Source: an optimization exercise on an open RTL-to-GDS flow (aim: small area). Production flows keep margins and buffers that such runs may drop. Function was checked by simulation only, so behaviour that the tests miss may differ from the original. No activity file was given, so power comes from the tool's default toggle rates.

## job 101
==> flow/design.v (excerpt) <==
module ethernet_arp_icmp_macsec_classifier_core #(
    parameter int unsigned LENGTH_BITS = 14
) (
    input  wire logic                   i_clk,
    input  wire logic                   i_rst_n,
    input  wire logic                   i_in_valid,
    output logic                        o_in_stall,
    input  wire logic [7:0]             i_data_byte,
    input  wire logic                   i_last_byte,
    output logic                        o_out_valid,
    input  wire logic                   i_out_stall,
    output logic [2:0]                  o_status,
    output logic [2:0]                  o_protocol,
    output logic [LENGTH_BITS-1:0]      o_frame_length,
    output logic [31:0]                 o_word_a,
    output logic [31:0]                 o_word_b,
    output logic [15:0]                 o_half_a,
    output logic [15:0]                 o_half_b,
    output logic [7:0]                  o_byte_a,
    output logic [7:0]                  o_byte_b,
    output logic [7:0]                  o_byte_c
);
export LEC_CHECK = 0
export CAP_MARGIN = 20
export CORE_MARGIN = 2
export CORE_UTILIZATION = 75
export SLEW_MARGIN = 20
create_clock -name core_clock -period 5.0 [get_ports {i_clk}]
standard.sh (not shown) runs the stock make flow with config.mk's settings and CLKGATE_MAP_FILE= SYNTH_SCRIPT=/design/flow/synth_recipe.tcl, a recipe that flattens the netlist after the stock synthesis.
==> flow/flow/run.sh <==
#!/bin/bash
# layout flow: the standard flow (standard.sh) with
#  - synthesis: the standard synthesis script, run on a copy of ORFS's scripts in which only
#    the ABC mapping script (abc_speed.script) is replaced by flow/abc_map.script, an
#    area-recovering variant of it; flip-flops are mapped before ABC, so registers, their
#    names and cell types are those of the standard synthesis
#  - port buffers made of the smallest buffer cell, sky130_fd_sc_hd__buf_1
#  - clock tree of clkbuf_8 with small sink clusters and no dummy loads
# logs: synth.log and standard.log here, and each step's log under orfs/logs
set -euo pipefail
rm -rf scripts_abc
cp -r "$FLOW_HOME/scripts" scripts_abc
cp flow/abc_map.script scripts_abc/abc_speed.script
export BUFFER_PORTS_ARGS="-buffer_cell sky130_fd_sc_hd__buf_1"
export CTS_ARGS="-sink_clustering_enable -repair_clock_nets -sink_clustering_size 30 -sink_clustering_max_diameter 60 -buf_list sky130_fd_sc_hd__clkbuf_16 -dont_use_dummy_load"
bash standard.sh synth SCRIPTS_DIR="$PWD/scripts_abc" > synth.log 2>&1
bash standard.sh > standard.log 2>&1
==> flow/flow/abc_map.script <==
&get -n
&st
&dch
&nf
&st
&syn2
&if -g -K 6
&synch2
&nf
&st
&syn2
&if -g -K 6
&synch2
&nf
&st
&dch -f
&nf -R 1000
&st
&dch -f
&nf -R 1000
&st
&dch -f
&nf -R 1000
&st
&dch -f
&nf -R 1000
&put
#### Input delta (job 102 over job 101)
-- flow/flow/run.sh --
<<< job 101, line 8
#  - clock tree of clkbuf_8 with small sink clusters and no dummy loads
>>> job 102, line 8
#  - clock tree: clkbuf_16 at the sink clusters (at most 30 flip-flops), clkbuf_8 above them, no dummy loads
<<< job 101, line 15
export CTS_ARGS="-sink_clustering_enable -repair_clock_nets -sink_clustering_size 30 -sink_clustering_max_diameter 60 -buf_list sky130_fd_sc_hd__clkbuf_16 -dont_use_dummy_load"
>>> job 102, line 15
export CTS_ARGS="-sink_clustering_enable -repair_clock_nets -sink_clustering_size 30 -sink_clustering_max_diameter 60 -buf_list sky130_fd_sc_hd__clkbuf_16 -root_buf sky130_fd_sc_hd__clkbuf_8 -tree_buf sky130_fd_sc_hd__clkbuf_8 -dont_use_dummy_load"
==> comparison <==
As far as minimum hold slack is concerned, job 101 and job 102 perform about the same.
Comparing job 101 and job 102, the lower sum of met2 wire segment lengths after detailed routing was measured on job 102.
Job 101 -> job 102: clock-net power decreased by a few percent
Final worst setup slack: job 102 > job 101
From job 101 to job 102, post-synth design cell area did not move at all.
Lower relative area of clock buffers and inverters in the final design goes to job 102 over job 101.
[compare] base=job 101 new=job 102: area of all placed cells without fillers level, post-synthesis to final-layout area growth has remained practically unchanged, final cell count has remained practically unchanged.
Here is what was changed in the inputs of job 103 compared with job 102.
Settings: CORE_UTILIZATION: 75 -> 80.
## What came out
- Job 103: relative slew slack lower than job 102
- Starting density of the core: job 103 vs job 102 up 6.0 points
- Re utilization after layout: job 102 was lower than job 103.
- Share of the clock period used by the worst path was lower in the run labelled job 102.
- Taking job 103 over job 102, the wire length ratio works out to 1.2.
- Relative to job 102, final total power has gone up in job 103.
- Placeable core area, job 102 and job 103, lower one = job 103.
- Job 103 and job 102 ended up with roughly the same number of buffers inserted to repair setup after CTS.
For job 104, these inputs were changed with respect to job 103:
Settings: changing CORE_UTILIZATION from 80 to 75.
-- flow/flow/run.sh --
<<< job 103, line 8
#  - clock tree: clkbuf_16 at the sink clusters (at most 30 flip-flops), clkbuf_8 above them, no dummy loads
>>> job 104, line 8
#  - clock tree of clkbuf_8 with small sink clusters and no dummy loads
--- outcome ---
- In the reports for job 103 and job 104, the larger relative contribution of the clock network to total power belongs to job 103.
- Routed metal-1 wire length in job 104 is 4.0% below job 103.
- Status: multi-input logic portion of the cell area parity (job 104, job 103)
- Diff job 103..job 104 | H-tree depth | unchanged
- The run showing the greater global-route wire length before repair is job 103.
- In terms of clock tree cell share of total cell area, job 104 and job 103 differ only marginally.
- After synthesis and placement, the instance count of job 104 is above that of job 103.
- Per the comparison of job 104 with job 103, core utilization decreased by 6.6 points relative to the old numbers, clock network power saw a decrease.
> inputs changed (job 104 -> job 105)
-- flow/flow/run.sh --
<<< job 104, line 15
export CTS_ARGS="-sink_clustering_enable -repair_clock_nets -sink_clustering_size 30 -sink_clustering_max_diameter 60 -buf_list sky130_fd_sc_hd__clkbuf_16 -root_buf sky130_fd_sc_hd__clkbuf_8 -tree_buf sky130_fd_sc_hd__clkbuf_8 -dont_use_dummy_load"
>>> job 105, line 15
export CTS_ARGS="-sink_clustering_enable -repair_clock_nets -sink_clustering_size 18 -sink_clustering_max_diameter 45 -buf_list sky130_fd_sc_hd__clkbuf_8 -dont_use_dummy_load"
==> flow/flow/abc_map.script <==
&get -n
&st
&dch
&nf
&st
&syn2
&if -g -K 6
&synch2
&nf -R 1000
&put
Results
- Relative to job 104, the fraction of met1 tracks used by global routing of job 105 is lower by 2.4 points.
- Overall power consumption on job 105 is behind job 104.
- Job 105 vs. job 104: via-per-instance ratio went down about 0.6%, number of clock buffer instances in the layout went up 13, global-route wire length before repair went down about 0.44%, final cell count went up 10, required time reported for the critical path endpoint held.
- NOTE: x dimension of the die in job 105 exceeds that of job 104

==> re-timing with driven ports <==
Ports are ideal in the flow. The routed layouts listed here were re-timed in OpenROAD. Step 1 (the two cells are an assumption about what drives the block):
set clk [get_ports {i_clk}]
set_driving_cell -lib_cell sky130_fd_sc_hd__clkbuf_16 $clk
set_driving_cell -lib_cell sky130_fd_sc_hd__buf_2 [delete_from_list [all_inputs] $clk]
Step 2 also shifts input and output timing later by t, the mid clock arrival at the registers, as if the neighbouring blocks saw the same clock. Slacks: ideal / step 1 / step 2; pairs: ideal / step 1.
| run | t (ns) | slack for setup (ns) | worst register clock-pin slew, ns |
|---|---|---|---|
| job 101 | 0.522 | 1.104 / 1.063 / 1.524 | 0.11 / 0.11 |
| job 102 | 0.576 | 1.139 / 1.100 / 1.543 | 0.11 / 0.11 |
| job 103 | 0.602 | 0.809 / 0.771 / 1.373 | 0.11 / 0.11 |
| job 104 | 0.576 | 1.139 / 1.100 / 1.543 | 0.11 / 0.11 |
| job 105 | 0.585 | 1.069 / 1.032 / 1.285 | 0.10 / 0.10 |
After both steps setup and hold are still met in every run listed.
